From an optimization exercise on the open Yosys and OpenROAD flow, aimed at small area, a short achievable clock period and few clock cycles per item; shortcuts taken in it are not production practice.
The RTL was checked by simulation tests, not by an equivalence proof against the original design.
Power figures rest on the tool's default switching activity, not on a simulated workload.

==> flow/design.v (excerpt) <==
module dcc_packet_decoder (
  input  logic        clk,
  input  logic        rst_n,
  input  logic        in_valid,
  output logic        in_ready,
  input  logic        in_operation,
  input  logic [31:0] in_edge_time,
  output logic        out_valid,
  input  logic        out_ready,
  output logic [1:0]  out_decoder_status,
  output logic [7:0]  out_address_byte,
  output logic [7:0]  out_instruction_byte,
  output logic [7:0]  out_check_byte,
  input  logic        cfg_valid,
  output logic        cfg_ready,
  input  logic [2:0]  cfg_index,
  input  logic [31:0] cfg_data
);
Size in the first run: roughly 400 flip-flops, ~100 I/O pins.
Settings: LEC_CHECK=0, ABC_CLOCK_PERIOD_IN_PS=8000, CAP_MARGIN=20, CORE_MARGIN=2, CORE_UTILIZATION=40, CTS_BUF_LIST=sky130_fd_sc_hd__clkbuf_16, CTS_CLUSTER_DIAMETER=60, CTS_CLUSTER_SIZE=20, SETUP_SLACK_MARGIN=5, SLEW_MARGIN=20; clock period 8.0 ns.
standard.sh (not shown) runs the stock make flow with config.mk's settings and CLKGATE_MAP_FILE= SYNTH_SCRIPT=/design/flow/synth_recipe.tcl, a recipe that flattens the netlist after the stock synthesis.
==> flow/flow/run.sh <==
#!/bin/bash
# The standard layout, with plain buf_1 cells as the port buffers (the
# standard flow's buffer_ports picks a larger delay buffer); the repair
# steps still size them as timing needs.
set -euo pipefail
export BUFFER_PORTS_ARGS="-buffer_cell sky130_fd_sc_hd__buf_1"
bash standard.sh > standard.log 2>&1
Testbench counts at the start, summed over its fixed seeds: cycles 16,467, items 16,427.
Next try:
CORE_UTILIZATION = 47   (was 40)
CTS_CLUSTER_DIAMETER = 80   (was 60)
CTS_CLUSTER_SIZE = 24   (was 20)
=> The changed run passed the timing, DRC and antenna checks. Worst setup slack got worse by 0.0078 ns. Hold slack improved by 0.0036 ns. Area after synthesis stays the same. Cell area drops by 2.1%. Sequential power hardly moves. Wire length drops by 3.7%. Maximum frequency is about the same. Clock-buffer cell count drops by 8. Core utilization climbs by 6.9 points. Final cell count drops by 4.1%.
Next try:
CORE_UTILIZATION = 40   (was 47)
What happened: The changed run went through all stages and came out clean; fmax rises by 0.76%; clock-buffer cell count decreases by 1; critical path depth decreases by 8; clock skew climbs by 0.0036 ns; sequential cell count stays the same.

========
Another version of the RTL of dcc_packet_decoder (not shown whole).
Size in the first run: ~390 flip-flops, ~18,000 µm² of cells after synthesis.
// dcc_packet_decoder
module dcc_packet_decoder (
  input  logic        clk,
  input  logic        rst_n,
  input  logic        in_valid,
  output logic        in_ready,
  input  logic        in_operation,
  input  logic [31:0] in_edge_time,
  output logic        out_valid,
  input  logic        out_ready,
  output logic [1:0]  out_decoder_status,
  output logic [7:0]  out_address_byte,
  output logic [7:0]  out_instruction_byte,
  output logic [7:0]  out_check_byte,
  input  logic        cfg_valid,
  output logic        cfg_ready,
  input  logic [2:0]  cfg_index,
  input  logic [31:0] cfg_data
);
clock: 8.0 ns
lec_check: 0
abc_clock_period_in_ps: 3000
cap_margin: 20
core_margin: 2
core_utilization: 40
setup_slack_margin: 5
slew_margin: 20
Scripts as last shown in full above: flow/flow/run.sh
Testbench counts at the start, summed over its fixed seeds: cycles 16,459, items 16,427.
Rerun with:
CTS_BUF_LIST = sky130_fd_sc_hd__clkbuf_16   (was unset)
CTS_CLUSTER_DIAMETER = 80   (was unset)
CTS_CLUSTER_SIZE = 24   (was unset)
Worst setup slack improved by 0.043 ns; wire length shrinks by 0.60%; cell area is lower by 2.8%; synthesized area does not change; final cell count came out lower by about 1.6%; sequential cell count stays the same.
Rerun with:
ABC_CLOCK_PERIOD_IN_PS = 8000   (was 3000)
CORE_UTILIZATION = 60   (was 40)
Die area falls by 33%. Synthesized cell count stays the same. Total power falls by 2.2%.

========
dcc_packet_decoder again, from the RTL that the note above started with.
clock: 8.0 ns
lec_check: 0
abc_clock_period_in_ps: 3000
cap_margin: 20
core_margin: 2
core_utilization: 40
cts_buf_list: sky130_fd_sc_hd__clkbuf_16
cts_cluster_diameter: 80
cts_cluster_size: 24
setup_slack_margin: 5
slew_margin: 20
run.sh (not shown) runs the stock make flow with config.mk's settings and CLKGATE_MAP_FILE= SYNTH_SCRIPT=/design/flow/synth_recipe.tcl, a recipe that flattens the netlist after the stock synthesis.
Stock flow here: none of the scripts above is used.
The starting point ran to the end with no violations.
Testbench counts at the start, summed over its fixed seeds: cycles 16,459, items 16,427.
Rerun with:
--- a/flow/config.mk
+++ b/flow/config.mk
@@ -11,4 +11,2 @@
-export CORE_UTILIZATION = 40
-export CTS_BUF_LIST = sky130_fd_sc_hd__clkbuf_16
-export CTS_CLUSTER_DIAMETER = 80
-export CTS_CLUSTER_SIZE = 24
+export CORE_UTILIZATION = 55
+export CTS_BUF_LIST = sky130_fd_sc_hd__clkbuf_8
What happened: Critical path depth is unchanged. Via count rose by 3.6%. Worst setup slack gets worse by 0.11 ns.
Rerun with:
--- a/flow/config.mk
+++ b/flow/config.mk
@@ -11,2 +11 @@
-export CORE_UTILIZATION = 55
-export CTS_BUF_LIST = sky130_fd_sc_hd__clkbuf_8
+export CORE_UTILIZATION = 40
=> The new run completed without violations. Synthesized area is unchanged. Die area rises by 37%. Non-clock buffer count came out lower by 4. Synthesized cell count does not change. Utilization falls by 18 points. Design area came out higher by 0.79%. Worst setup slack improved by 0.091 ns. Combinational power is about the same. Register-to-register slack gets better by 0.09 ns. Wire length is about the same.

========
Another version of the RTL of dcc_packet_decoder (not shown whole).
For scale: about 2,600 cells after synthesis, ~100 I/O pins, roughly 0.020 mm² of cells after synthesis.
Settings: LEC_CHECK=0, CAP_MARGIN=20, CORE_MARGIN=2, CORE_UTILIZATION=40, SLEW_MARGIN=20; clock period 8.0 ns.
Testbench counts at the start, summed over its fixed seeds: cycles 16,443, items 16,427.
==> next run, changes <==
- ABC_CLOCK_PERIOD_IN_PS: not set -> 4000
- SETUP_SLACK_MARGIN: not set -> 4
The changed run went through all stages and came out clean; final cell count climbs by 3.4%; sequential power is about the same; combinational power went up by 26%; worst hold slack hardly moves; power went up by about 10%; worst setup slack gets better by 1.4 ns; via count grows by 5.4%; synthesized cell count stays the same; routed wire length came out higher by about 7.5%; first-iteration DRC count shrinks by about 10%.

==> re-timing with driven ports <==
Ports are ideal in the flow. The routed layouts listed here were re-timed in OpenROAD.
Step 1 sets driving cells, clkbuf_16 on the clock port and buf_2 on the other inputs (assumed; they add their load-dependent delay and slew).
Step 2 times the ports against the registers' clock, not the clock port: input delays grow and output delays shrink by t, the midpoint of the rising clock arrivals with the driver on.
a / b / c = ideal / step 1 / step 2; a / b = the first two.
run | shift t [ns] | setup slack, ns | worst data-port slew with drivers (ns)
the first run of note 1 | 0.641 | 5.044 / 4.988 / 4.460 | 0.07
the second run of note 1 | 0.593 | 5.036 / 5.043 / 4.451 | 0.04
the third run of note 1 | 0.607 | 5.058 / 4.998 / 4.506 | 0.07
the first run of note 2 | 0.585 | 4.899 / 4.899 / 4.622 | 0.07
the second run of note 2 | 0.601 | 4.942 / 4.942 / 4.624 | 0.07
the third run of note 2 | 0.583 | 4.780 / 4.780 / 4.725 | 0.04
the first run of note 3 | 0.593 | 4.861 / 4.861 / 4.485 | 0.05
the second run of note 3 | 0.631 | 4.749 / 4.749 / 4.455 | 0.04
the third run of note 3 | 0.605 | 4.839 / 4.839 / 4.480 | 0.05
the first run of note 4 | 0.613 | 1.589 / 1.589 / 1.589 | 0.10
the second run of note 4 | 0.617 | 3.003 / 3.003 / 2.819 | 0.09
After both steps every run listed still meets setup and hold. The setup slack of the second run of note 1, which loses most, moves by +0.007 ns with the drivers and by -0.585 ns with both steps.
